Context: an optimization exercise on an open-source flow, tuned for small area. The choices shown serve that exercise and are no tape-out recipe.
At most, simulation tests tie the RTL to the original design; equivalence was not proved.
For run 2, only the layout was checked, not whether the RTL still works.

==> design/flow/design.v <==
module window_mult_pipe #(
  parameter int K   = 3,
  parameter int NI  = 8,
  parameter int NF  = 8,
  parameter int LAT = 2,
  parameter int CW  = 5
) (
  input  logic                            clk,
  input  logic                            rst_n,
  input  logic                            in_valid,
  output logic                            in_ready,
  input  logic                            sgn_i,
  input  logic [K*K*NI-1:0]               i_flat,
  input  logic [K*K*NF-1:0]               f_flat,
  input  logic [CW-1:0]                   row_in,
  input  logic [CW-1:0]                   col_in,
  input  logic                            done_in,
  output logic                            out_valid,
  input  logic                            out_ready,
  output logic [K*K*(NI+NF)-1:0]          d_flat,
  output logic [CW-1:0]                   row_out,
  output logic [CW-1:0]                   col_out,
  output logic                            done_out,
  output logic [NI+NF+$clog2(K*K)-1:0]    sum_o
);
  localparam int N  = K * K;
  localparam int W  = NI + NF;
  localparam int SW = W + $clog2(N);
  localparam int SB = 2 * CW + 1;
  logic w_en;
  assign w_en     = !out_valid || out_ready;
  assign in_ready = w_en;
  logic [2:0] r_vld;
  always_ff @(posedge clk or negedge rst_n) begin
    if (!rst_n)    r_vld <= '0;
    else if (w_en) r_vld <= {r_vld[1:0], in_valid};
  end
  assign out_valid = r_vld[2];
  logic [N*NI-1:0] r1_i;
  logic [N*NF-1:0] r1_f;
  logic            r1_s;
  logic [SB-1:0]   r1_sb, r2_sb, r3_sb;
  logic [N*W-1:0]  r2_d, r3_d;
  logic [N*W-1:0]  w_prod;
  for (genvar e = 0; e < N; e++) begin : g_lane
    wm_mul u_mul (.p(r1_i[e*NI +: NI]), .pn(~r1_i[e*NI +: NI]), .s(r1_s), .f(r1_f[e*NF +: NF]),
                  .fn(~r1_f[e*NF +: NF]), .y(w_prod[e*W +: W]));
  end
  always_ff @(posedge clk) begin
    if (w_en) begin
      r1_i  <= i_flat;
      r1_f  <= f_flat;
      r1_s  <= sgn_i;
      r1_sb <= {done_in, col_in, row_in};
      r2_d  <= w_prod;
      r2_sb <= r1_sb;
      r3_d  <= r2_d;
      r3_sb <= r2_sb;
    end
  end
  logic [SW-1:0] w_sum;
  wm_sum u_sum (.d(r3_d), .y(w_sum));
  assign d_flat   = r3_d;
  assign row_out  = r3_sb[CW-1:0];
  assign col_out  = r3_sb[2*CW-1:CW];
  assign done_out = r3_sb[2*CW];
  assign sum_o    = w_sum;
endmodule
module wm_cpa20 (input logic [19:0] a, input logic [19:0] b, output logic [19:0] y);
  assign y = a + b;
endmodule
module wm_fa (input logic a, input logic b, input logic c, output logic s, output logic co);
  assign s  = a ^ b ^ c;
  assign co = (a & b) | (a & c) | (b & c);
endmodule
module wm_ha (input logic a, input logic b, output logic s, output logic co);
  assign s  = a ^ b;
  assign co = a & b;
endmodule
module wm_mul (
  input  logic [7:0]  p,
  input  logic [7:0]  pn,
  input  logic        s,
  input  logic [7:0]  f,
  input  logic [7:0]  fn,
  output logic [15:0] y
);
  wire q = s & p[7];
  wire pp1 = ~(pn[0] | fn[0]);
  wire pp2 = ~(pn[0] | fn[1]);
  wire pp3 = ~(pn[1] | fn[0]);
  wire pp4 = ~(pn[0] | fn[2]);
  wire pp5 = ~(pn[1] | fn[1]);
  wire pp6 = ~(pn[2] | fn[0]);
  wire pp7 = ~(pn[0] | fn[3]);
  wire pp8 = ~(pn[1] | fn[2]);
  wire pp9 = ~(pn[2] | fn[1]);
  wire pp10 = ~(pn[3] | fn[0]);
  wire pp11 = ~(pn[0] | fn[4]);
  wire pp12 = ~(pn[1] | fn[3]);
  wire pp13 = ~(pn[2] | fn[2]);
  wire pp14 = ~(pn[3] | fn[1]);
  wire pp15 = ~(pn[4] | fn[0]);
  wire pp16 = ~(pn[0] | fn[5]);
  wire pp17 = ~(pn[1] | fn[4]);
  wire pp18 = ~(pn[2] | fn[3]);
  wire pp19 = ~(pn[3] | fn[2]);
  wire pp20 = ~(pn[4] | fn[1]);
  wire pp21 = ~(pn[5] | fn[0]);
  wire pp22 = ~(pn[0] | fn[6]);
  wire pp23 = ~(pn[1] | fn[5]);
  wire pp24 = ~(pn[2] | fn[4]);
  wire pp25 = ~(pn[3] | fn[3]);
  wire pp26 = ~(pn[4] | fn[2]);
  wire pp27 = ~(pn[5] | fn[1]);
  wire pp28 = ~(pn[6] | fn[0]);
  wire pp29 = ~(pn[1] | fn[6]);
  wire pp30 = ~(pn[2] | fn[5]);
  wire pp31 = ~(pn[3] | fn[4]);
  wire pp32 = ~(pn[4] | fn[3]);
  wire pp33 = ~(pn[5] | fn[2]);
  wire pp34 = ~(pn[6] | fn[1]);
  wire pp35 = ~(pn[7] | fn[0]);
  wire pp36 = ~(p[0] & f[7]);
  wire pp37 = ~(pn[2] | fn[6]);
  wire pp38 = ~(pn[3] | fn[5]);
  wire pp39 = ~(pn[4] | fn[4]);
  wire pp40 = ~(pn[5] | fn[3]);
  wire pp41 = ~(pn[6] | fn[2]);
  wire pp42 = ~(pn[7] | fn[1]);
  wire pp43 = ~(p[1] & f[7]);
  wire pp44 = ~(q & f[0]);
  wire pp45 = ~(pn[3] | fn[6]);
  wire pp46 = ~(pn[4] | fn[5]);
  wire pp47 = ~(pn[5] | fn[4]);
  wire pp48 = ~(pn[6] | fn[3]);
  wire pp49 = ~(pn[7] | fn[2]);
  wire pp50 = ~(p[2] & f[7]);
  wire pp51 = ~(q & f[1]);
  wire pp52 = ~(pn[4] | fn[6]);
  wire pp53 = ~(pn[5] | fn[5]);
  wire pp54 = ~(pn[6] | fn[4]);
  wire pp55 = ~(pn[7] | fn[3]);
  wire pp56 = ~(p[3] & f[7]);
  wire pp57 = ~(q & f[2]);
  wire pp58 = ~(pn[5] | fn[6]);
  wire pp59 = ~(pn[6] | fn[5]);
  wire pp60 = ~(pn[7] | fn[4]);
  wire pp61 = ~(p[4] & f[7]);
  wire pp62 = ~(q & f[3]);
  wire pp63 = ~(pn[6] | fn[6]);
  wire pp64 = ~(pn[7] | fn[5]);
  wire pp65 = ~(p[5] & f[7]);
  wire pp66 = ~(q & f[4]);
  wire pp67 = ~(pn[7] | fn[6]);
  wire pp68 = ~(p[6] & f[7]);
  wire pp69 = ~(q & f[5]);
  wire pp70 = ~(p[7] & f[7]);
  wire pp71 = ~(q & f[6]);
  wire pp72 = (q & f[7]);
  wire s73, c74;
  wm_ha u_ha75 (.a(pp4), .b(pp5), .s(s73), .co(c74));
  wire s76, c77;
  wm_fa u_fa78 (.a(pp7), .b(pp8), .c(pp9), .s(s76), .co(c77));
  wire s79, c80;
  wm_ha u_ha81 (.a(pp10), .b(c74), .s(s79), .co(c80));
  wire s82, c83;
  wm_fa u_fa84 (.a(pp11), .b(pp12), .c(pp13), .s(s82), .co(c83));
  wire s85, c86;
  wm_fa u_fa87 (.a(pp14), .b(pp15), .c(c77), .s(s85), .co(c86));
  wire s88, c89;
  wm_ha u_ha90 (.a(c80), .b(s82), .s(s88), .co(c89));
  wire s91, c92;
  wm_fa u_fa93 (.a(pp16), .b(pp17), .c(pp18), .s(s91), .co(c92));
  wire s94, c95;
  wm_fa u_fa96 (.a(pp19), .b(pp20), .c(pp21), .s(s94), .co(c95));
  wire s97, c98;
  wm_fa u_fa99 (.a(c83), .b(s91), .c(s94), .s(s97), .co(c98));
  wire s100, c101;
  wm_ha u_ha102 (.a(c89), .b(c86), .s(s100), .co(c101));
  wire s103, c104;
  wm_fa u_fa105 (.a(pp22), .b(pp23), .c(pp24), .s(s103), .co(c104));
  wire s106, c107;
  wm_fa u_fa108 (.a(pp25), .b(pp26), .c(pp27), .s(s106), .co(c107));
  wire s109, c110;
  wm_fa u_fa111 (.a(pp28), .b(c92), .c(c95), .s(s109), .co(c110));
  wire s112, c113;
  wm_fa u_fa114 (.a(s103), .b(s106), .c(s109), .s(s112), .co(c113));
  wire s115, c116;
  wm_ha u_ha117 (.a(c98), .b(c101), .s(s115), .co(c116));
  wire s118, c119;
  wm_fa u_fk120 (.a(1'b1), .b(pp29), .c(pp30), .s(s118), .co(c119));
  wire s121, c122;
  wm_fa u_fa123 (.a(pp31), .b(pp32), .c(pp33), .s(s121), .co(c122));
  wire s124, c125;
  wm_fa u_fa126 (.a(pp34), .b(pp35), .c(pp36), .s(s124), .co(c125));
  wire s127, c128;
  wm_fa u_fa129 (.a(c104), .b(c107), .c(s118), .s(s127), .co(c128));
  wire s130, c131;
  wm_fa u_fa132 (.a(s121), .b(s124), .c(c110), .s(s130), .co(c131));
  wire s133, c134;
  wm_fa u_fa135 (.a(s127), .b(c116), .c(c113), .s(s133), .co(c134));
  wire s136, c137;
  wm_fa u_fk138 (.a(1'b1), .b(pp37), .c(pp38), .s(s136), .co(c137));
  wire s139, c140;
  wm_fa u_fa141 (.a(pp39), .b(pp40), .c(pp41), .s(s139), .co(c140));
  wire s142, c143;
  wm_fa u_fa144 (.a(pp42), .b(pp43), .c(pp44), .s(s142), .co(c143));
  wire s145, c146;
  wm_fa u_fa147 (.a(c119), .b(c122), .c(c125), .s(s145), .co(c146));
  wire s148, c149;
  wm_fa u_fa150 (.a(s136), .b(s139), .c(s142), .s(s148), .co(c149));
  wire s151, c152;
  wm_fa u_fa153 (.a(c128), .b(s145), .c(s148), .s(s151), .co(c152));
  wire s154, c155;
  wm_ha u_ha156 (.a(c131), .b(s151), .s(s154), .co(c155));
  wire s157, c158;
  wm_fa u_fa159 (.a(pp45), .b(pp46), .c(pp47), .s(s157), .co(c158));
  wire s160, c161;
  wm_fa u_fa162 (.a(pp48), .b(pp49), .c(pp50), .s(s160), .co(c161));
  wire s163, c164;
  wm_fa u_fa165 (.a(pp51), .b(c137), .c(c140), .s(s163), .co(c164));
  wire s166, c167;
  wm_fa u_fa168 (.a(c143), .b(s157), .c(s160), .s(s166), .co(c167));
  wire s169, c170;
  wm_fa u_fa171 (.a(c146), .b(s163), .c(c149), .s(s169), .co(c170));
  wire s172, c173;
  wm_fa u_fa174 (.a(s166), .b(c152), .c(s169), .s(s172), .co(c173));
  wire s175, c176;
  wm_fa u_fa177 (.a(pp52), .b(pp53), .c(pp54), .s(s175), .co(c176));
  wire s178, c179;
  wm_fa u_fa180 (.a(pp55), .b(pp56), .c(pp57), .s(s178), .co(c179));
  wire s181, c182;
  wm_fa u_fa183 (.a(c158), .b(c161), .c(s175), .s(s181), .co(c182));
  wire s184, c185;
  wm_fa u_fa186 (.a(s178), .b(c164), .c(c167), .s(s184), .co(c185));
  wire s187, c188;
  wm_fa u_fa189 (.a(s181), .b(c170), .c(s184), .s(s187), .co(c188));
  wire s190, c191;
  wm_fa u_fa192 (.a(pp58), .b(pp59), .c(pp60), .s(s190), .co(c191));
  wire s193, c194;
  wm_fa u_fa195 (.a(pp61), .b(pp62), .c(c176), .s(s193), .co(c194));
  wire s196, c197;
  wm_fa u_fa198 (.a(c179), .b(s190), .c(c182), .s(s196), .co(c197));
  wire s199, c200;
  wm_fa u_fa201 (.a(s193), .b(c185), .c(s196), .s(s199), .co(c200));
  wire s202, c203;
  wm_fa u_fa204 (.a(pp63), .b(pp64), .c(pp65), .s(s202), .co(c203));
  wire s205, c206;
  wm_fa u_fa207 (.a(pp66), .b(c191), .c(s202), .s(s205), .co(c206));
  wire s208, c209;
  wm_fa u_fa210 (.a(c194), .b(s205), .c(c197), .s(s208), .co(c209));
  wire s211, c212;
  wm_fa u_fa213 (.a(pp67), .b(pp68), .c(pp69), .s(s211), .co(c212));
  wire s214, c215;
  wm_fa u_fa216 (.a(c203), .b(s211), .c(c206), .s(s214), .co(c215));
  wire s217, c218;
  wm_fa u_fa219 (.a(pp70), .b(pp71), .c(c212), .s(s217), .co(c218));
  wire s220, c221;
  wm_ha u_ha222 (.a(pp2), .b(pp3), .s(s220), .co(c221));
  wire s223, c224;
  wm_fa u_fa225 (.a(pp6), .b(s73), .c(c221), .s(s223), .co(c224));
  wire s226, c227;
  wm_fa u_fa228 (.a(s76), .b(s79), .c(c224), .s(s226), .co(c227));
  wire s229, c230;
  wm_fa u_fa231 (.a(s88), .b(s85), .c(c227), .s(s229), .co(c230));
  wire s232, c233;
  wm_fa u_fa234 (.a(s97), .b(s100), .c(c230), .s(s232), .co(c233));
  wire s235, c236;
  wm_fa u_fa237 (.a(s115), .b(s112), .c(c233), .s(s235), .co(c236));
  wire s238, c239;
  wm_fa u_fa240 (.a(s130), .b(s133), .c(c236), .s(s238), .co(c239));
  wire s241, c242;
  wm_fa u_fa243 (.a(c134), .b(s154), .c(c239), .s(s241), .co(c242));
  wire s244, c245;
  wm_fa u_fa246 (.a(c155), .b(s172), .c(c242), .s(s244), .co(c245));
  wire s247, c248;
  wm_ha u_ha249 (.a(c173), .b(s187), .s(s247), .co(c248));
  wire s250, c251;
  wm_fa u_fa252 (.a(c188), .b(s199), .c(c248), .s(s250), .co(c251));
  wire s253, c254;
  wm_fa u_fa255 (.a(c200), .b(s208), .c(c251), .s(s253), .co(c254));
  wire s256, c257;
  wm_fa u_fa258 (.a(s214), .b(c209), .c(c254), .s(s256), .co(c257));
  wire s259, c260;
  wm_fa u_fa261 (.a(s217), .b(c215), .c(c257), .s(s259), .co(c260));
  wire x262 = pp72 ^ c218 ^ c260;
  wire y263 = s247 ^ c245;
  wire k264 = c245 & s247;
  wire y265 = s250 ^ k264;
  wire k266 = k264 & s250;
  wire y267 = s253 ^ k266;
  wire k268 = k266 & s253;
  wire y269 = s256 ^ k268;
  wire k270 = k268 & s256;
  wire y271 = s259 ^ k270;
  wire k272 = k270 & s259;
  wire y273 = x262 ^ k272;
  assign y = {y273, y271, y269, y267, y265, y263, s244, s241, s238, s235, s232, s229, s226, s223, s220, pp1};
endmodule
module wm_sum (
  input  logic [143:0] d,
  output logic [19:0]  y
);
  wire t1 = ~d[15];
  wire t2 = ~d[31];
  wire t3 = ~d[47];
  wire t4 = ~d[63];
  wire t5 = ~d[79];
  wire t6 = ~d[95];
  wire t7 = ~d[111];
  wire t8 = ~d[127];
  wire t9 = ~d[143];
  wire n10 = ~t1;
  wire n11 = ~t1;
  wire n12 = ~t1;
  wire s13, c14;
  wm_fa u_fa15 (.a(d[0]), .b(d[16]), .c(d[32]), .s(s13), .co(c14));
  wire s16, c17;
  wm_fa u_fa18 (.a(d[48]), .b(d[64]), .c(d[80]), .s(s16), .co(c17));
  wire s19, c20;
  wm_fa u_fa21 (.a(d[96]), .b(d[112]), .c(d[128]), .s(s19), .co(c20));
  wire s22, c23;
  wm_ha u_ha24 (.a(s13), .b(s16), .s(s22), .co(c23));
  wire s25, c26;
  wm_fa u_fa27 (.a(d[1]), .b(d[17]), .c(d[33]), .s(s25), .co(c26));
  wire s28, c29;
  wm_fa u_fa30 (.a(d[49]), .b(d[65]), .c(d[81]), .s(s28), .co(c29));
  wire s31, c32;
  wm_fa u_fa33 (.a(d[97]), .b(d[113]), .c(d[129]), .s(s31), .co(c32));
  wire s34, c35;
  wm_fa u_fa36 (.a(c14), .b(c17), .c(c20), .s(s34), .co(c35));
  wire s37, c38;
  wm_fa u_fa39 (.a(s25), .b(s28), .c(s31), .s(s37), .co(c38));
  wire s40, c41;
  wm_ha u_ha42 (.a(c23), .b(s34), .s(s40), .co(c41));
  wire s43, c44;
  wm_fa u_fa45 (.a(d[2]), .b(d[18]), .c(d[34]), .s(s43), .co(c44));
  wire s46, c47;
  wm_fa u_fa48 (.a(d[50]), .b(d[66]), .c(d[82]), .s(s46), .co(c47));
  wire s49, c50;
  wm_fa u_fa51 (.a(d[98]), .b(d[114]), .c(d[130]), .s(s49), .co(c50));
  wire s52, c53;
  wm_fa u_fa54 (.a(c26), .b(c29), .c(c32), .s(s52), .co(c53));
  wire s55, c56;
  wm_fa u_fa57 (.a(s43), .b(s46), .c(s49), .s(s55), .co(c56));
  wire s58, c59;
  wm_fa u_fa60 (.a(c35), .b(c38), .c(s52), .s(s58), .co(c59));
  wire s61, c62;
  wm_ha u_ha63 (.a(s55), .b(c41), .s(s61), .co(c62));
  wire s64, c65;
  wm_fa u_fa66 (.a(d[3]), .b(d[19]), .c(d[35]), .s(s64), .co(c65));
  wire s67, c68;
  wm_fa u_fa69 (.a(d[51]), .b(d[67]), .c(d[83]), .s(s67), .co(c68));
  wire s70, c71;
  wm_fa u_fa72 (.a(d[99]), .b(d[115]), .c(d[131]), .s(s70), .co(c71));
  wire s73, c74;
  wm_fa u_fa75 (.a(c44), .b(c47), .c(c50), .s(s73), .co(c74));
  wire s76, c77;
  wm_fa u_fa78 (.a(s64), .b(s67), .c(s70), .s(s76), .co(c77));
  wire s79, c80;
  wm_fa u_fa81 (.a(c53), .b(c56), .c(s73), .s(s79), .co(c80));
  wire s82, c83;
  wm_fa u_fa84 (.a(s76), .b(c59), .c(c62), .s(s82), .co(c83));
  wire s85, c86;
  wm_fa u_fa87 (.a(d[4]), .b(d[20]), .c(d[36]), .s(s85), .co(c86));
  wire s88, c89;
  wm_fa u_fa90 (.a(d[52]), .b(d[68]), .c(d[84]), .s(s88), .co(c89));
  wire s91, c92;
  wm_fa u_fa93 (.a(d[100]), .b(d[116]), .c(d[132]), .s(s91), .co(c92));
  wire s94, c95;
  wm_fa u_fa96 (.a(c65), .b(c68), .c(c71), .s(s94), .co(c95));
  wire s97, c98;
  wm_fa u_fa99 (.a(s85), .b(s88), .c(s91), .s(s97), .co(c98));
  wire s100, c101;
  wm_fa u_fa102 (.a(c74), .b(c77), .c(s94), .s(s100), .co(c101));
  wire s103, c104;
  wm_fa u_fa105 (.a(s97), .b(c80), .c(s100), .s(s103), .co(c104));
  wire s106, c107;
  wm_fa u_fa108 (.a(d[5]), .b(d[21]), .c(d[37]), .s(s106), .co(c107));
  wire s109, c110;
  wm_fa u_fa111 (.a(d[53]), .b(d[69]), .c(d[85]), .s(s109), .co(c110));
  wire s112, c113;
  wm_fa u_fa114 (.a(d[101]), .b(d[117]), .c(d[133]), .s(s112), .co(c113));
  wire s115, c116;
  wm_fa u_fa117 (.a(c86), .b(c89), .c(c92), .s(s115), .co(c116));
  wire s118, c119;
  wm_fa u_fa120 (.a(s106), .b(s109), .c(s112), .s(s118), .co(c119));
  wire s121, c122;
  wm_fa u_fa123 (.a(c95), .b(c98), .c(s115), .s(s121), .co(c122));
  wire s124, c125;
  wm_fa u_fa126 (.a(s118), .b(c101), .c(s121), .s(s124), .co(c125));
  wire s127, c128;
  wm_fa u_fa129 (.a(d[6]), .b(d[22]), .c(d[38]), .s(s127), .co(c128));
  wire s130, c131;
  wm_fa u_fa132 (.a(d[54]), .b(d[70]), .c(d[86]), .s(s130), .co(c131));
  wire s133, c134;
  wm_fa u_fa135 (.a(d[102]), .b(d[118]), .c(d[134]), .s(s133), .co(c134));
  wire s136, c137;
  wm_fa u_fa138 (.a(c107), .b(c110), .c(c113), .s(s136), .co(c137));
  wire s139, c140;
  wm_fa u_fa141 (.a(s127), .b(s130), .c(s133), .s(s139), .co(c140));
  wire s142, c143;
  wm_fa u_fa144 (.a(c116), .b(c119), .c(s136), .s(s142), .co(c143));
  wire s145, c146;
  wm_fa u_fa147 (.a(s139), .b(c122), .c(s142), .s(s145), .co(c146));
  wire s148, c149;
  wm_fa u_fa150 (.a(d[7]), .b(d[23]), .c(d[39]), .s(s148), .co(c149));
  wire s151, c152;
  wm_fa u_fa153 (.a(d[55]), .b(d[71]), .c(d[87]), .s(s151), .co(c152));
  wire s154, c155;
  wm_fa u_fa156 (.a(d[103]), .b(d[119]), .c(d[135]), .s(s154), .co(c155));
  wire s157, c158;
  wm_fa u_fa159 (.a(c128), .b(c131), .c(c134), .s(s157), .co(c158));
  wire s160, c161;
  wm_fa u_fa162 (.a(s148), .b(s151), .c(s154), .s(s160), .co(c161));
  wire s163, c164;
  wm_fa u_fa165 (.a(c137), .b(c140), .c(s157), .s(s163), .co(c164));
  wire s166, c167;
  wm_fa u_fa168 (.a(s160), .b(c143), .c(s163), .s(s166), .co(c167));
  wire s169, c170;
  wm_fa u_fa171 (.a(d[8]), .b(d[24]), .c(d[40]), .s(s169), .co(c170));
  wire s172, c173;
  wm_fa u_fa174 (.a(d[56]), .b(d[72]), .c(d[88]), .s(s172), .co(c173));
  wire s175, c176;
  wm_fa u_fa177 (.a(d[104]), .b(d[120]), .c(d[136]), .s(s175), .co(c176));
  wire s178, c179;
  wm_fa u_fa180 (.a(c149), .b(c152), .c(c155), .s(s178), .co(c179));
  wire s181, c182;
  wm_fa u_fa183 (.a(s169), .b(s172), .c(s175), .s(s181), .co(c182));
  wire s184, c185;
  wm_fa u_fa186 (.a(c158), .b(c161), .c(s178), .s(s184), .co(c185));
  wire s187, c188;
  wm_fa u_fa189 (.a(s181), .b(c164), .c(s184), .s(s187), .co(c188));
  wire s190, c191;
  wm_fa u_fa192 (.a(d[9]), .b(d[25]), .c(d[41]), .s(s190), .co(c191));
  wire s193, c194;
  wm_fa u_fa195 (.a(d[57]), .b(d[73]), .c(d[89]), .s(s193), .co(c194));
  wire s196, c197;
  wm_fa u_fa198 (.a(d[105]), .b(d[121]), .c(d[137]), .s(s196), .co(c197));
  wire s199, c200;
  wm_fa u_fa201 (.a(c170), .b(c173), .c(c176), .s(s199), .co(c200));
  wire s202, c203;
  wm_fa u_fa204 (.a(s190), .b(s193), .c(s196), .s(s202), .co(c203));
  wire s205, c206;
  wm_fa u_fa207 (.a(c179), .b(c182), .c(s199), .s(s205), .co(c206));
  wire s208, c209;
  wm_fa u_fa210 (.a(s202), .b(c185), .c(s205), .s(s208), .co(c209));
  wire s211, c212;
  wm_fa u_fa213 (.a(d[10]), .b(d[26]), .c(d[42]), .s(s211), .co(c212));
  wire s214, c215;
  wm_fa u_fa216 (.a(d[58]), .b(d[74]), .c(d[90]), .s(s214), .co(c215));
  wire s217, c218;
  wm_fa u_fa219 (.a(d[106]), .b(d[122]), .c(d[138]), .s(s217), .co(c218));
  wire s220, c221;
  wm_fa u_fa222 (.a(c191), .b(c194), .c(c197), .s(s220), .co(c221));
  wire s223, c224;
  wm_fa u_fa225 (.a(s211), .b(s214), .c(s217), .s(s223), .co(c224));
  wire s226, c227;
  wm_fa u_fa228 (.a(c200), .b(c203), .c(s220), .s(s226), .co(c227));
  wire s229, c230;
  wm_fa u_fa231 (.a(s223), .b(c206), .c(s226), .s(s229), .co(c230));
  wire s232, c233;
  wm_fa u_fa234 (.a(d[11]), .b(d[27]), .c(d[43]), .s(s232), .co(c233));
  wire s235, c236;
  wm_fa u_fa237 (.a(d[59]), .b(d[75]), .c(d[91]), .s(s235), .co(c236));
  wire s238, c239;
  wm_fa u_fa240 (.a(d[107]), .b(d[123]), .c(d[139]), .s(s238), .co(c239));
  wire s241, c242;
  wm_fa u_fa243 (.a(c212), .b(c215), .c(c218), .s(s241), .co(c242));
  wire s244, c245;
  wm_fa u_fa246 (.a(s232), .b(s235), .c(s238), .s(s244), .co(c245));
  wire s247, c248;
  wm_fa u_fa249 (.a(c221), .b(c224), .c(s241), .s(s247), .co(c248));
  wire s250, c251;
  wm_fa u_fa252 (.a(s244), .b(c227), .c(s247), .s(s250), .co(c251));
  wire s253, c254;
  wm_fa u_fa255 (.a(d[12]), .b(d[28]), .c(d[44]), .s(s253), .co(c254));
  wire s256, c257;
  wm_fa u_fa258 (.a(d[60]), .b(d[76]), .c(d[92]), .s(s256), .co(c257));
  wire s259, c260;
  wm_fa u_fa261 (.a(d[108]), .b(d[124]), .c(d[140]), .s(s259), .co(c260));
  wire s262, c263;
  wm_fa u_fa264 (.a(c233), .b(c236), .c(c239), .s(s262), .co(c263));
  wire s265, c266;
  wm_fa u_fa267 (.a(s253), .b(s256), .c(s259), .s(s265), .co(c266));
  wire s268, c269;
  wm_fa u_fa270 (.a(c242), .b(c245), .c(s262), .s(s268), .co(c269));
  wire s271, c272;
  wm_fa u_fa273 (.a(s265), .b(c248), .c(s268), .s(s271), .co(c272));
  wire s274, c275;
  wm_fa u_fa276 (.a(d[13]), .b(d[29]), .c(d[45]), .s(s274), .co(c275));
  wire s277, c278;
  wm_fa u_fa279 (.a(d[61]), .b(d[77]), .c(d[93]), .s(s277), .co(c278));
  wire s280, c281;
  wm_fa u_fa282 (.a(d[109]), .b(d[125]), .c(d[141]), .s(s280), .co(c281));
  wire s283, c284;
  wm_fa u_fa285 (.a(c254), .b(c257), .c(c260), .s(s283), .co(c284));
  wire s286, c287;
  wm_fa u_fa288 (.a(s274), .b(s277), .c(s280), .s(s286), .co(c287));
  wire s289, c290;
  wm_fa u_fa291 (.a(c263), .b(c266), .c(s283), .s(s289), .co(c290));
  wire s292, c293;
  wm_fa u_fa294 (.a(s286), .b(c269), .c(s289), .s(s292), .co(c293));
  wire s295, c296;
  wm_fa u_fa297 (.a(d[14]), .b(d[30]), .c(d[46]), .s(s295), .co(c296));
  wire s298, c299;
  wm_fa u_fa300 (.a(d[62]), .b(d[78]), .c(d[94]), .s(s298), .co(c299));
  wire s301, c302;
  wm_fa u_fa303 (.a(d[110]), .b(d[126]), .c(d[142]), .s(s301), .co(c302));
  wire s304, c305;
  wm_fa u_fa306 (.a(c275), .b(c278), .c(c281), .s(s304), .co(c305));
  wire s307, c308;
  wm_fa u_fa309 (.a(s295), .b(s298), .c(s301), .s(s307), .co(c308));
  wire s310, c311;
  wm_fa u_fa312 (.a(c284), .b(c287), .c(s304), .s(s310), .co(c311));
  wire s313, c314;
  wm_fa u_fa315 (.a(s307), .b(c290), .c(s310), .s(s313), .co(c314));
  wire s316, c317;
  wm_fa u_fa318 (.a(t2), .b(t3), .c(t4), .s(s316), .co(c317));
  wire s319, c320;
  wm_fa u_fa321 (.a(t5), .b(t6), .c(t7), .s(s319), .co(c320));
  wire s322, c323;
  wm_fa u_fa324 (.a(t8), .b(t9), .c(n10), .s(s322), .co(c323));
  wire s325, c326;
  wm_fa u_fa327 (.a(c296), .b(c299), .c(c302), .s(s325), .co(c326));
  wire s328, c329;
  wm_fa u_fa330 (.a(s316), .b(s319), .c(s322), .s(s328), .co(c329));
  wire s331, c332;
  wm_fa u_fa333 (.a(c305), .b(c308), .c(s325), .s(s331), .co(c332));
  wire s334, c335;
  wm_fa u_fa336 (.a(s328), .b(c311), .c(s331), .s(s334), .co(c335));
  wire s337, c338;
  wm_fa u_fa339 (.a(n11), .b(c317), .c(c320), .s(s337), .co(c338));
  wire s340, c341;
  wm_fa u_fa342 (.a(c323), .b(c326), .c(s337), .s(s340), .co(c341));
  wire s343, c344;
  wm_fa u_fa345 (.a(c329), .b(c332), .c(s340), .s(s343), .co(c344));
  wire s346, c347;
  wm_fa u_fa348 (.a(n12), .b(c338), .c(c341), .s(s346), .co(c347));
  wire s349, c350;
  wm_ha u_ha351 (.a(s19), .b(s22), .s(s349), .co(c350));
  wire s352, c353;
  wm_ha u_ha354 (.a(s37), .b(s40), .s(s352), .co(c353));
  wire s355, c356;
  wm_ha u_ha357 (.a(s58), .b(s61), .s(s355), .co(c356));
  wire s358, c359;
  wm_ha u_ha360 (.a(s79), .b(s82), .s(s358), .co(c359));
  wire s361, c362;
  wm_ha u_ha363 (.a(c83), .b(s103), .s(s361), .co(c362));
  wire s364, c365;
  wm_ha u_ha366 (.a(c104), .b(s124), .s(s364), .co(c365));
  wire s367, c368;
  wm_ha u_ha369 (.a(c125), .b(s145), .s(s367), .co(c368));
  wire s370, c371;
  wm_ha u_ha372 (.a(c146), .b(s166), .s(s370), .co(c371));
  wire s373, c374;
  wm_ha u_ha375 (.a(c167), .b(s187), .s(s373), .co(c374));
  wire s376, c377;
  wm_ha u_ha378 (.a(c188), .b(s208), .s(s376), .co(c377));
  wire s379, c380;
  wm_ha u_ha381 (.a(c209), .b(s229), .s(s379), .co(c380));
  wire s382, c383;
  wm_ha u_ha384 (.a(c230), .b(s250), .s(s382), .co(c383));
  wire s385, c386;
  wm_ha u_ha387 (.a(c251), .b(s271), .s(s385), .co(c386));
  wire s388, c389;
  wm_ha u_ha390 (.a(c272), .b(s292), .s(s388), .co(c389));
  wire s391, c392;
  wm_ha u_ha393 (.a(c293), .b(s313), .s(s391), .co(c392));
  wire s394, c395;
  wm_ha u_ha396 (.a(c314), .b(s334), .s(s394), .co(c395));
  wire s397, c398;
  wm_ha u_ha399 (.a(c335), .b(s343), .s(s397), .co(c398));
  wire s400, c401;
  wm_ha u_ha402 (.a(c344), .b(s346), .s(s400), .co(c401));
  wire s403, c404;
  wm_ha u_ha405 (.a(t1), .b(c347), .s(s403), .co(c404));
  wire [19:0] pfx406;
  wm_pfx20 u_pfx406 (.g({1'b0, c404, c401, c398, c395, c392, c389, c386, c383, c380, c377, c374, c371, c368, c365, c362, c359, c356, c353, c350}), .p({1'b1, s403, s400, s397, s394, s391, s388, s385, s382, s379, s376, s373, s370, s367, s364, s361, s358, s355, s352, s349}), .y(pfx406));
  assign y = {pfx406[19], pfx406[18], pfx406[17], pfx406[16], pfx406[15], pfx406[14], pfx406[13], pfx406[12], pfx406[11], pfx406[10], pfx406[9], pfx406[8], pfx406[7], pfx406[6], pfx406[5], pfx406[4], pfx406[3], pfx406[2], pfx406[1], pfx406[0]};
endmodule
module wm_pfx20 (
  input  logic [19:0] g,
  input  logic [19:0] p,
  output logic [19:0] y
);
  wire G1 = g[1] | (p[1] & g[0]);
  wire P2 = p[1] & p[0];
  wire G3 = g[3] | (p[3] & g[2]);
  wire P4 = p[3] & p[2];
  wire G5 = g[5] | (p[5] & g[4]);
  wire P6 = p[5] & p[4];
  wire G7 = g[7] | (p[7] & g[6]);
  wire P8 = p[7] & p[6];
  wire G9 = g[9] | (p[9] & g[8]);
  wire P10 = p[9] & p[8];
  wire G11 = g[11] | (p[11] & g[10]);
  wire P12 = p[11] & p[10];
  wire G13 = g[13] | (p[13] & g[12]);
  wire P14 = p[13] & p[12];
  wire G15 = g[15] | (p[15] & g[14]);
  wire P16 = p[15] & p[14];
  wire G17 = g[17] | (p[17] & g[16]);
  wire P18 = p[17] & p[16];
  wire G19 = g[19] | (p[19] & g[18]);
  wire P20 = p[19] & p[18];
  wire G21 = g[2] | (p[2] & G1);
  wire P22 = p[2] & P2;
  wire G23 = G3 | (P4 & G1);
  wire P24 = P4 & P2;
  wire G25 = g[6] | (p[6] & G5);
  wire P26 = p[6] & P6;
  wire G27 = G7 | (P8 & G5);
  wire P28 = P8 & P6;
  wire G29 = g[10] | (p[10] & G9);
  wire P30 = p[10] & P10;
  wire G31 = G11 | (P12 & G9);
  wire P32 = P12 & P10;
  wire G33 = g[14] | (p[14] & G13);
  wire P34 = p[14] & P14;
  wire G35 = G15 | (P16 & G13);
  wire P36 = P16 & P14;
  wire G37 = g[18] | (p[18] & G17);
  wire P38 = p[18] & P18;
  wire G39 = G19 | (P20 & G17);
  wire P40 = P20 & P18;
  wire G41 = g[4] | (p[4] & G23);
  wire P42 = p[4] & P24;
  wire G43 = G5 | (P6 & G23);
  wire P44 = P6 & P24;
  wire G45 = G25 | (P26 & G23);
  wire P46 = P26 & P24;
  wire G47 = G27 | (P28 & G23);
  wire P48 = P28 & P24;
  wire G49 = g[12] | (p[12] & G31);
  wire P50 = p[12] & P32;
  wire G51 = G13 | (P14 & G31);
  wire P52 = P14 & P32;
  wire G53 = G33 | (P34 & G31);
  wire P54 = P34 & P32;
  wire G55 = G35 | (P36 & G31);
  wire P56 = P36 & P32;
  wire G57 = g[8] | (p[8] & G47);
  wire P58 = p[8] & P48;
  wire G59 = G9 | (P10 & G47);
  wire P60 = P10 & P48;
  wire G61 = G29 | (P30 & G47);
  wire P62 = P30 & P48;
  wire G63 = G31 | (P32 & G47);
  wire P64 = P32 & P48;
  wire G65 = G49 | (P50 & G47);
  wire P66 = P50 & P48;
  wire G67 = G51 | (P52 & G47);
  wire P68 = P52 & P48;
  wire G69 = G53 | (P54 & G47);
  wire P70 = P54 & P48;
  wire G71 = G55 | (P56 & G47);
  wire P72 = P56 & P48;
  wire G73 = g[16] | (p[16] & G71);
  wire P74 = p[16] & P72;
  wire G75 = G17 | (P18 & G71);
  wire P76 = P18 & P72;
  wire G77 = G37 | (P38 & G71);
  wire P78 = P38 & P72;
  wire G79 = G39 | (P40 & G71);
  wire P80 = P40 & P72;
  assign y = {p[19] ^ G77, p[18] ^ G75, p[17] ^ G73, p[16] ^ G71, p[15] ^ G69, p[14] ^ G67, p[13] ^ G65, p[12] ^ G63, p[11] ^ G61, p[10] ^ G59, p[9] ^ G57, p[8] ^ G47, p[7] ^ G45, p[6] ^ G43, p[5] ^ G41, p[4] ^ G23, p[3] ^ G21, p[2] ^ G1, p[1] ^ g[0], p[0]};
endmodule
==> design/flow/flow/run.sh <==
#!/bin/bash
# The standard layout, with the port buffers made of the smallest buffer and a clock tree
# without dummy loads. Each tool's output goes to orfs/logs; make's own output to flow_make.log.
set -euo pipefail
bash standard.sh \
  "BUFFER_PORTS_ARGS=-buffer_cell sky130_fd_sc_hd__buf_1" \
  "CTS_ARGS=-sink_clustering_enable -repair_clock_nets -dont_use_dummy_load -sink_clustering_size 18 -sink_clustering_max_diameter 60 -buf_list {sky130_fd_sc_hd__clkbuf_8}" \
  finish > flow_make.log 2>&1
==> design/flow/standard.sh <==
#!/bin/bash
# synth_recipe.tcl (not shown) runs the flow's synth.tcl, then flattens the netlist and writes it again
# the make line also repeats each setting of config.mk as NAME=value (left out here)
make -C /OpenROAD-flow-scripts/flow DESIGN_CONFIG=/design/flow/config.mk WORK_HOME=/design/flow/orfs CLKGATE_MAP_FILE= SYNTH_SCRIPT=/design/flow/synth_recipe.tcl "${@:-finish}"
==> design/flow/config.mk <==
export PLATFORM = sky130hd
export DESIGN_NAME = window_mult_pipe
export DESIGN_NICKNAME = window_mult_pipe
export VERILOG_FILES = /design/flow/design.v
export SDC_FILE = /design/flow/constraint.sdc
export NUM_CORES = 4
export LEC_CHECK = 0
export ABC_CLOCK_PERIOD_IN_PS = 2000
export CAP_MARGIN = 20
export CORE_MARGIN = 2
export CORE_UTILIZATION = 76
export PLACE_DENSITY = 0.86
export SLEW_MARGIN = 20
export SYNTH_HIERARCHICAL = 1
==> design/flow/constraint.sdc <==
create_clock -name core_clock -period 6.5 [get_ports {clk}]
set_input_delay 1.3000 -clock core_clock [delete_from_list [all_inputs] [get_ports {clk}]]
set_output_delay 1.3000 -clock core_clock [all_outputs]
set_load 0.01 [all_outputs]
==> summary.txt, run 1 <==
# TYPE chip_impl_metric gauge
chip_impl_metric{name="antenna-diode-count",unit=""} 0
chip_impl_metric{name="critical_path_peak_fanout",unit=""} 4
chip_impl_info{name="r2r_start",value="r1_f[34]"} 1
chip_impl_metric{name="fin_setup_tns",unit="ns"} 0
chip_impl_metric{name="detail_route.iter0.violations",unit=""} 2145
chip_impl_metric{name="clock.fmax",unit="MHz"} 157
chip_impl_metric{name="route.detailed.drc",unit=""} 0
chip_impl_metric{name="place.detailed.hpwl",unit="um"} 59400
chip_impl_metric{name="avgViaCountPerCell",unit=""} 6.00
chip_impl_metric{name="detailroute.wirelength.met3",unit="um"} 7130
chip_impl_metric{name="holdWs",unit="ns"} 0.368
chip_impl_metric{name="finalNonFillerCells",unit=""} 3105
chip_impl_info{name="type_of_element_capturing_the_critical_path",value="output port"} 1
chip_impl_metric{name="synthCells",unit=""} 2341
chip_impl_info{name="timing.rr.end",value="r2_d[79]"} 1
chip_impl_info{name="status",value="finished clean"} 1
chip_impl_metric{name="finalWorstPathRequiredPeriod",unit="ns"} 6.36
chip_impl_metric{name="grt_pass1_vias",unit=""} 20000
chip_impl_metric{name="worst_skew_pair.late_latency",unit="ns"} 0.65
chip_impl_info{name="clk_root_buffer_cell",value="sky130_fd_sc_hd__clkbuf_8"} 1
chip_impl_metric{name="die_width",unit="um"} 213
chip_impl_metric{name="gr-total-overflow",unit=""} 0
chip_impl_info{name="hp-class",value="reg -> reg"} 1
chip_impl_metric{name="grt_max_degree",unit=""} 174
chip_impl_metric{name="buffer_ports.inserted",unit=""} 336
chip_impl_info{name="setup.worst_path.start",value="r3_d[71]"} 1
chip_impl_metric{name="mappedNetlistArea",unit="mm2"} 0.0332
chip_impl_metric{name="routed_wl",unit="um"} 73900
chip_impl_info{name="path_class",value="reg -> out"} 1
chip_impl_metric{name="clock_sinks",unit=""} 469
chip_impl_metric{name="synth-warning-count",unit=""} 7
chip_impl_metric{name="wl_met1",unit="um"} 27200
chip_impl_info{name="crit_path_start_kind",value="flop"} 1
chip_impl_info{name="cells_along_the_critical_path",value="fa_1 -> fa_1 -> fa_1 -> fa_1 -> ha_2 -> nand3_2 -> nor3b_4 -> o311ai_4 -> o31ai_4 -> ha_2 -> nor2_1 -> xnor2_1 -> clkbuf_2"} 1
chip_impl_metric{name="maxCapViolations",unit=""} 0
chip_impl_metric{name="design.die.area",unit="mm2"} 0.0454
chip_impl_metric{name="die-height",unit="um"} 213
chip_impl_metric{name="io_pins",unit=""} 337
chip_impl_info{name="worst_path_max_delay_cell",value="sky130_fd_sc_hd__fa_1"} 1
chip_impl_metric{name="finalHoldViolations",unit=""} 0
chip_impl_metric{name="num_vias",unit=""} 18600
chip_impl_metric{name="row_count",unit=""} 76
chip_impl_metric{name="grt_first_pass_wirelength",unit="um"} 113000
chip_impl_metric{name="layout-area-overhead-vs-synth",unit="%"} 4.38
chip_impl_metric{name="grtUsageTotal",unit="%"} 34.5
chip_impl_info{name="crit_path_frequent_cell",value="sky130_fd_sc_hd__fa_1"} 1
chip_impl_metric{name="core_area",unit="mm2"} 0.0431
chip_impl_metric{name="cts_buffers",unit=""} 38
chip_impl_metric{name="period_utilization_post_route",unit="%"} 97.8
chip_impl_metric{name="critPathRequiredTime",unit="ns"} 5.20
chip_impl_metric{name="worst-r2r-setup-slack",unit="ns"} 0.60
chip_impl_info{name="crit_path_end",value="sum_o[17]"} 1
chip_impl_info{name="top_signal_layer_used",value="met4"} 1
chip_impl_metric{name="drive_above_1_share",unit="%"} 3.49
chip_impl_metric{name="synth.avg_cell_area",unit="um2"} 14.2
chip_impl_metric{name="slew_viol_final",unit=""} 0
chip_impl_metric{name="routedWlPerCell",unit="um"} 23.8
chip_impl_metric{name="slew_headroom",unit="%"} 28.9
chip_impl_metric{name="cell_count_along_the_critical_path",unit=""} 13
chip_impl_metric{name="placed_area",unit="mm2"} 0.0339
chip_impl_metric{name="met2RoutedLength",unit="um"} 36400
chip_impl_metric{name="placed_cells_incl_taps",unit=""} 3054
chip_impl_metric{name="finalWeightedCongestion",unit=""} 0.913
chip_impl_metric{name="postCtsHoldBufs",unit=""} 0
chip_impl_metric{name="clk_pin_slew",unit="ns"} 0.10
chip_impl_info{name="crit_family",value="adder cells"} 1
chip_impl_metric{name="finalInstanceArea",unit="mm2"} 0.0347
chip_impl_metric{name="cts_max_level",unit=""} 2
chip_impl_info{name="clock_tree_from_tritoncts",value="done"} 1
chip_impl_metric{name="final-setup-viol-count",unit=""} 0
chip_impl_metric{name="clockBufferDepth",unit=""} 3
chip_impl_metric{name="worst_reg_to_reg_cells",unit=""} 18
chip_impl_metric{name="drt.antenna.violating_nets",unit=""} 0
chip_impl_metric{name="final.setup_skew",unit="ns"} 0.0820
chip_impl_metric{name="worst-slew-pin-transition",unit="ns"} 1.07
chip_impl_metric{name="floorplan.initialDensity",unit="%"} 77.1
chip_impl_metric{name="grt_antenna_before_repair",unit=""} 1
chip_impl_metric{name="crit_buf_inv",unit=""} 1
chip_impl_metric{name="worst_path_largest_cell_delay",unit="ns"} 0.57
chip_impl_metric{name="detailedRoute.firstPassIterationCount",unit=""} 6
chip_impl_metric{name="num-nets-final",unit=""} 3430
chip_impl_metric{name="worstPathArrival",unit="ns"} 5.06
-- per-stage QoR --
stage | setup WS [ns] | utilization [%]
after floorplan | 0.661 | -
after global placement | 0.765 | 78.8
after detailed placement | 0.674 | 78.8
after CTS | 0.0268 | 80.0
after global routing | -0.0380 | 80.5
final | 0.143 | 80.5
-- area by class of cell --
cell class | instances | area [um2]
timing repair buffer | 358 | 1470
inverter | 148 | 556
tap | 585 | 732
sequential | 469 | 14100
clock buffer | 38 | 523
fill | 2451 | 8400
multi-input combinational | 1507 | 17300
-- how the worst min path moves through the flow --
stage / start / endpoint / slack, ns / depth (start not counted)
5_1_grt: r2_d[100] / r3_d[100] / 0.38 / 0
3_5_place_dp: r2_d[100] / r3_d[100] / 0.40 / 0
3_3_place_gp: r1_sb[3] / r2_sb[3] / 0.40 / 0
6_report: r2_d[100] / r3_d[100] / 0.37 / 0
4_1_cts: r2_d[92] / r3_d[92] / 0.38 / 0
2_1_floorplan: r1_sb[0] / r2_sb[0] / 0.40 / 0
-- state kept, by name, summed over array words and instances, names as in the netlist --
register	count
r1_f	72
r1_i	72
r1_sb	11
r3_sb	11
r2_d	144
r3_d	144
r2_sb	11
r1_s	1
r_vld	3
-- cell usage in the layout (no fill, tap or decap), types with 2 or more instances in the layout --
cell,n
sky130_fd_sc_hd__o21ai_1,2
sky130_fd_sc_hd__xnor3_1,9
sky130_fd_sc_hd__nand2_1,140
sky130_fd_sc_hd__clkbuf_8,38
sky130_fd_sc_hd__conb_1,19
sky130_fd_sc_hd__dfrtp_1,3
sky130_fd_sc_hd__buf_1,334
sky130_fd_sc_hd__ha_1,139
sky130_fd_sc_hd__a21oi_1,9
sky130_fd_sc_hd__and2_1,9
sky130_fd_sc_hd__ha_2,2
sky130_fd_sc_hd__buf_4,19
sky130_fd_sc_hd__clkbuf_2,2
sky130_fd_sc_hd__ha_4,3
sky130_fd_sc_hd__nand3_1,12
sky130_fd_sc_hd__mux2_4,2
sky130_fd_sc_hd__buf_12,3
sky130_fd_sc_hd__xnor2_1,11
sky130_fd_sc_hd__fa_2,6
sky130_fd_sc_hd__edfxtp_1,466
sky130_fd_sc_hd__xor2_1,11
sky130_fd_sc_hd__inv_1,148
sky130_fd_sc_hd__fa_1,598
sky130_fd_sc_hd__nor2_1,513
-- metal layers --
metal  global-route usage (%)  vias to the layer above
met1                     47.7                     9777
met5                        0                        -
met3                     7.47                      146
li1                         -                     7663
met4                     13.0                        0
met2                     55.2                     1046
-- repair_timing --
item / CTS / global route
endpoints found under the setup margin: 2 / 4
buffers inserted: 1 / 12
gates resized for setup: 0 / 22
cloned: 0 / 0
pin swaps: 0 / 12
==> run 2: changes to the inputs <==
--- a/design/flow/design.v
+++ b/design/flow/design.v
@@ -277,3 +277,3 @@
   wire s247, c248;
-  wm_ha u_ha249 (.a(c173), .b(s187), .s(s247), .co(c248));
+  wm_fa u_fa249 (.a(c173), .b(s187), .c(c245), .s(s247), .co(c248));
   wire s250, c251;
@@ -281,3 +281,3 @@
   wire s253, c254;
-  wm_fa u_fa255 (.a(c200), .b(s208), .c(c251), .s(s253), .co(c254));
+  wm_ha u_ha255 (.a(c200), .b(s208), .s(s253), .co(c254));
   wire s256, c257;
@@ -287,14 +287,10 @@
   wire x262 = pp72 ^ c218 ^ c260;
-  wire y263 = s247 ^ c245;
-  wire k264 = c245 & s247;
-  wire y265 = s250 ^ k264;
-  wire k266 = k264 & s250;
-  wire y267 = s253 ^ k266;
-  wire k268 = k266 & s253;
-  wire y269 = s256 ^ k268;
-  wire k270 = k268 & s256;
-  wire y271 = s259 ^ k270;
-  wire k272 = k270 & s259;
-  wire y273 = x262 ^ k272;
-  assign y = {y273, y271, y269, y267, y265, y263, s244, s241, s238, s235, s232, s229, s226, s223, s220, pp1};
+  wire y263 = s253 ^ c251;
+  wire k264 = c251 & s253;
+  wire y265 = s256 ^ k264;
+  wire k266 = k264 & s256;
+  wire y267 = s259 ^ k266;
+  wire k268 = k266 & s259;
+  wire y269 = x262 ^ k268;
+  assign y = {y269, y267, y265, y263, s250, s247, s244, s241, s238, s235, s232, s229, s226, s223, s220, pp1};
 endmodule
--- a/design/flow/config.mk
+++ b/design/flow/config.mk
@@ -7,3 +7,2 @@
 export LEC_CHECK = 0
-export ABC_CLOCK_PERIOD_IN_PS = 2000
 export CAP_MARGIN = 20
==> run 2 against run 1 <==
Compared with the run above:
- clock-buffer cell count grew 2
- die area decreased by 0.67%
- sequential share of layout area shrank 0.10 points
- area after synthesis fell by 0.68%
- setup slack got worse by 0.14 ns
- clock skew up 0.0051 ns
- non-clock buffer count rose by 29
- largest cell class unchanged
- final cell count up 0.45%
==> summary.txt, run 2 <==
# TYPE chip_impl_metric gauge
chip_impl_info{name="clock_tree_from_tritoncts",value="done"} 1
chip_impl_metric{name="io_pins",unit=""} 337
chip_impl_metric{name="routedWlPerCell",unit="um"} 23.6
chip_impl_metric{name="grtUsageTotal",unit="%"} 35.0
chip_impl_metric{name="grt_antenna_before_repair",unit=""} 1
chip_impl_metric{name="sequential_cell_area",unit="mm2"} 0.0141
chip_impl_metric{name="synthCells",unit=""} 2323
chip_impl_metric{name="num_vias",unit=""} 18400
chip_impl_metric{name="synth-warning-count",unit=""} 7
chip_impl_metric{name="finalHoldViolations",unit=""} 0
chip_impl_metric{name="detailedRoute.firstPassIterationCount",unit=""} 6
chip_impl_info{name="final_cell_mix",value="588 x sky130_fd_sc_hd__fa_1, 512 x sky130_fd_sc_hd__nor2_1, 466 x sky130_fd_sc_hd__edfxtp_1"} 1
chip_impl_metric{name="design.die.area",unit="mm2"} 0.0451
chip_impl_metric{name="crit_buf_inv",unit=""} 1
chip_impl_metric{name="die_width",unit="um"} 212
chip_impl_metric{name="fillerInstances",unit=""} 2397
chip_impl_info{name="type_of_element_capturing_the_critical_path",value="output port"} 1
chip_impl_metric{name="placed_area",unit="mm2"} 0.0338
chip_impl_metric{name="grt_pass1_vias",unit=""} 20100
chip_impl_metric{name="die-height",unit="um"} 212
chip_impl_metric{name="worst_skew_pair.late_latency",unit="ns"} 0.68
chip_impl_metric{name="gr-total-overflow",unit=""} 0
chip_impl_metric{name="grt_max_degree",unit=""} 147
chip_impl_info{name="worst_path_max_delay_cell",value="sky130_fd_sc_hd__fa_1"} 1
chip_impl_metric{name="slew_headroom",unit="%"} 39.7
chip_impl_metric{name="clock_sinks",unit=""} 469
chip_impl_info{name="layout.cells.most_common",value="sky130_fd_sc_hd__fa_1"} 1
chip_impl_metric{name="clk_pin_slew",unit="ns"} 0.10
chip_impl_metric{name="route.detailed.drc",unit=""} 0
chip_impl_metric{name="detail_route.iter0.violations",unit=""} 1680
chip_impl_metric{name="worstPathArrival",unit="ns"} 5.19
chip_impl_metric{name="final.setup_skew",unit="ns"} 0.0871
chip_impl_metric{name="fin_setup_tns",unit="ns"} 0
chip_impl_metric{name="mappedNetlistArea",unit="mm2"} 0.0330
chip_impl_metric{name="avgViaCountPerCell",unit=""} 5.91
chip_impl_info{name="hp-class",value="reg -> reg"} 1
chip_impl_metric{name="layout-area-overhead-vs-synth",unit="%"} 5.36
chip_impl_metric{name="place.detailed.hpwl",unit="um"} 59700
chip_impl_metric{name="floorplan.initialDensity",unit="%"} 76.8
chip_impl_metric{name="worst-slew-pin-transition",unit="ns"} 0.905
chip_impl_info{name="status",value="finished clean"} 1
chip_impl_metric{name="critPathRequiredTime",unit="ns"} 5.20
chip_impl_info{name="crit_family",value="adder cells"} 1
chip_impl_metric{name="critical_path_peak_fanout",unit=""} 4
chip_impl_metric{name="row_count",unit=""} 76
chip_impl_metric{name="period_utilization_post_route",unit="%"} 99.9
chip_impl_metric{name="maxCapViolations",unit=""} 0
chip_impl_metric{name="holdWs",unit="ns"} 0.367
chip_impl_metric{name="cts_max_level",unit=""} 2
chip_impl_metric{name="finalInstanceArea",unit="mm2"} 0.0348
chip_impl_info{name="biggestRegsByFlops",value="r2_d (144), r3_d (144)"} 1
chip_impl_metric{name="multiInputGateArea",unit="mm2"} 0.0172
chip_impl_metric{name="cts_buffers",unit=""} 40
chip_impl_metric{name="synth.avg_cell_area",unit="um2"} 14.2
chip_impl_metric{name="slew_viol_final",unit=""} 0
chip_impl_info{name="path_class",value="reg -> out"} 1
chip_impl_metric{name="grt_first_pass_wirelength",unit="um"} 113000
chip_impl_info{name="clk_root_buffer_cell",value="sky130_fd_sc_hd__clkbuf_8"} 1
chip_impl_metric{name="drive_above_1_share",unit="%"} 5.25
chip_impl_info{name="crit_path_frequent_cell",value="sky130_fd_sc_hd__fa_1"} 1
chip_impl_metric{name="clock.fmax",unit="MHz"} 154
chip_impl_metric{name="postCtsHoldBufs",unit=""} 0
chip_impl_metric{name="final-setup-viol-count",unit=""} 0
chip_impl_metric{name="finalWeightedCongestion",unit=""} 0.927
chip_impl_metric{name="finalWorstPathRequiredPeriod",unit="ns"} 6.49
chip_impl_metric{name="routed_wl",unit="um"} 73700
chip_impl_metric{name="buffer_ports.inserted",unit=""} 336
chip_impl_metric{name="clockBufferDepth",unit=""} 3
chip_impl_info{name="cells_along_the_critical_path",value="fa_1 -> fa_1 -> fa_1 -> fa_1 -> ha_4 -> a21o_1 -> nor3b_4 -> o311ai_4 -> o31ai_4 -> ha_2 -> nor2_2 -> xnor2_2 -> buf_2"} 1
chip_impl_info{name="crit_path_start_kind",value="flop"} 1
chip_impl_metric{name="drt.antenna.violating_nets",unit=""} 0
chip_impl_info{name="grt_setup_unrepaired",value="true"} 1
chip_impl_metric{name="num-nets-final",unit=""} 3425
chip_impl_metric{name="worst_path_largest_cell_delay",unit="ns"} 0.56
chip_impl_metric{name="core_area",unit="mm2"} 0.0430
-- run 2: what timing repair did --
item                       in CTS  in global routing
pin swaps                       5                 20
buffers inserted                7                 21
setup endpoints to repair       2                  6
gates resized for setup         7                 30
-- run 2: final timing paths --
path                       startpoint        end  slack [ns]  cells after the start
setup / recovery             r3_d[99]  sum_o[17]       0.008                     13
hold / removal               r2_d[53]   r3_d[53]        0.37                      0
setup reg to reg             r1_f[42]   r2_d[95]        0.27                     18
hold reg to reg              r2_d[53]   r3_d[53]        0.37                      0
max in group asynchronous       rst_n   r_vld[2]        5.88                      1
min in group asynchronous       rst_n   r_vld[0]        0.46                      1
-- run 2: metrics by stage --
step	utilization (%)	setup slack [ns]	instances
floorplan	-	0.439	2332
global placement	78.7	0.462	3050
detailed placement	78.7	0.292	3050
CTS	80.2	0.00232	3097
global route	80.9	-0.105	3118
finish	80.9	0.00796	3119
-- run 2: layer usage --
metal  vias to the layer above  wire length, um  track usage (%)
met4                         0             3510             14.9
li1                       7660                -                -
met5                         -                0                0
met1                      9576            27200             48.7
met3                       176             7380             8.04
met2                      1014            35600             54.7
-- run 2: final cells by class --
cell class / count / area share, %
flip-flops and latches: 469 / 40.5
inverters: 148 / 1.60
clock buffers: 40 / 1.58
diodes: 1 / 0.00720
multi-input cells: 1489 / 49.4
well taps: 585 / 2.11
repair buffers: 387 / 4.81
-- run 2: worst register-to-register path: stages (launching register included) --
cell                       delay (ns)
sky130_fd_sc_hd__edfxtp_1        0.40
sky130_fd_sc_hd__inv_1           0.24
sky130_fd_sc_hd__nor2_1          0.10
sky130_fd_sc_hd__ha_1            0.32
sky130_fd_sc_hd__fa_1            0.42
sky130_fd_sc_hd__fa_1            0.39
sky130_fd_sc_hd__fa_1            0.38
sky130_fd_sc_hd__fa_1            0.39
sky130_fd_sc_hd__fa_1            0.38
sky130_fd_sc_hd__fa_1            0.39
sky130_fd_sc_hd__fa_1            0.38
sky130_fd_sc_hd__fa_1            0.41
sky130_fd_sc_hd__fa_1            0.41
sky130_fd_sc_hd__fa_1            0.39
sky130_fd_sc_hd__ha_1            0.22
sky130_fd_sc_hd__ha_1            0.19
sky130_fd_sc_hd__ha_1            0.18
sky130_fd_sc_hd__xnor3_1         0.18
sky130_fd_sc_hd__xor2_1          0.15

==> afterwards: timing with drivers on the ports <==
The flow's constraints put no driver on any port. The routed layouts listed below were extracted and timed again, unchanged, in two steps.
Step 1 (the two cells are an assumption about what drives the block):
set clk [get_ports {clk}]
set_driving_cell -lib_cell sky130_fd_sc_hd__clkbuf_16 $clk
set_driving_cell -lib_cell sky130_fd_sc_hd__buf_2 [delete_from_list [all_inputs] $clk]
Step 2 times the ports against the registers' clock, not the clock port: input delays grow and output delays shrink by t, the midpoint of the rising clock arrivals with the driver on.
Slacks: ideal ports / drivers / drivers and shift; pairs: ideal ports / drivers.
| run | t (ns) | setup WS [ns] | worst slew at a driven data input, ns |
|---|---|---|---|
| run 1 | 0.667 | 0.143 / 0.088 / 0.600 | 0.07 |
| run 2 | 0.694 | 0.008 / -0.047 / 0.269 | 0.07 |
After both steps every run listed still meets setup and hold.
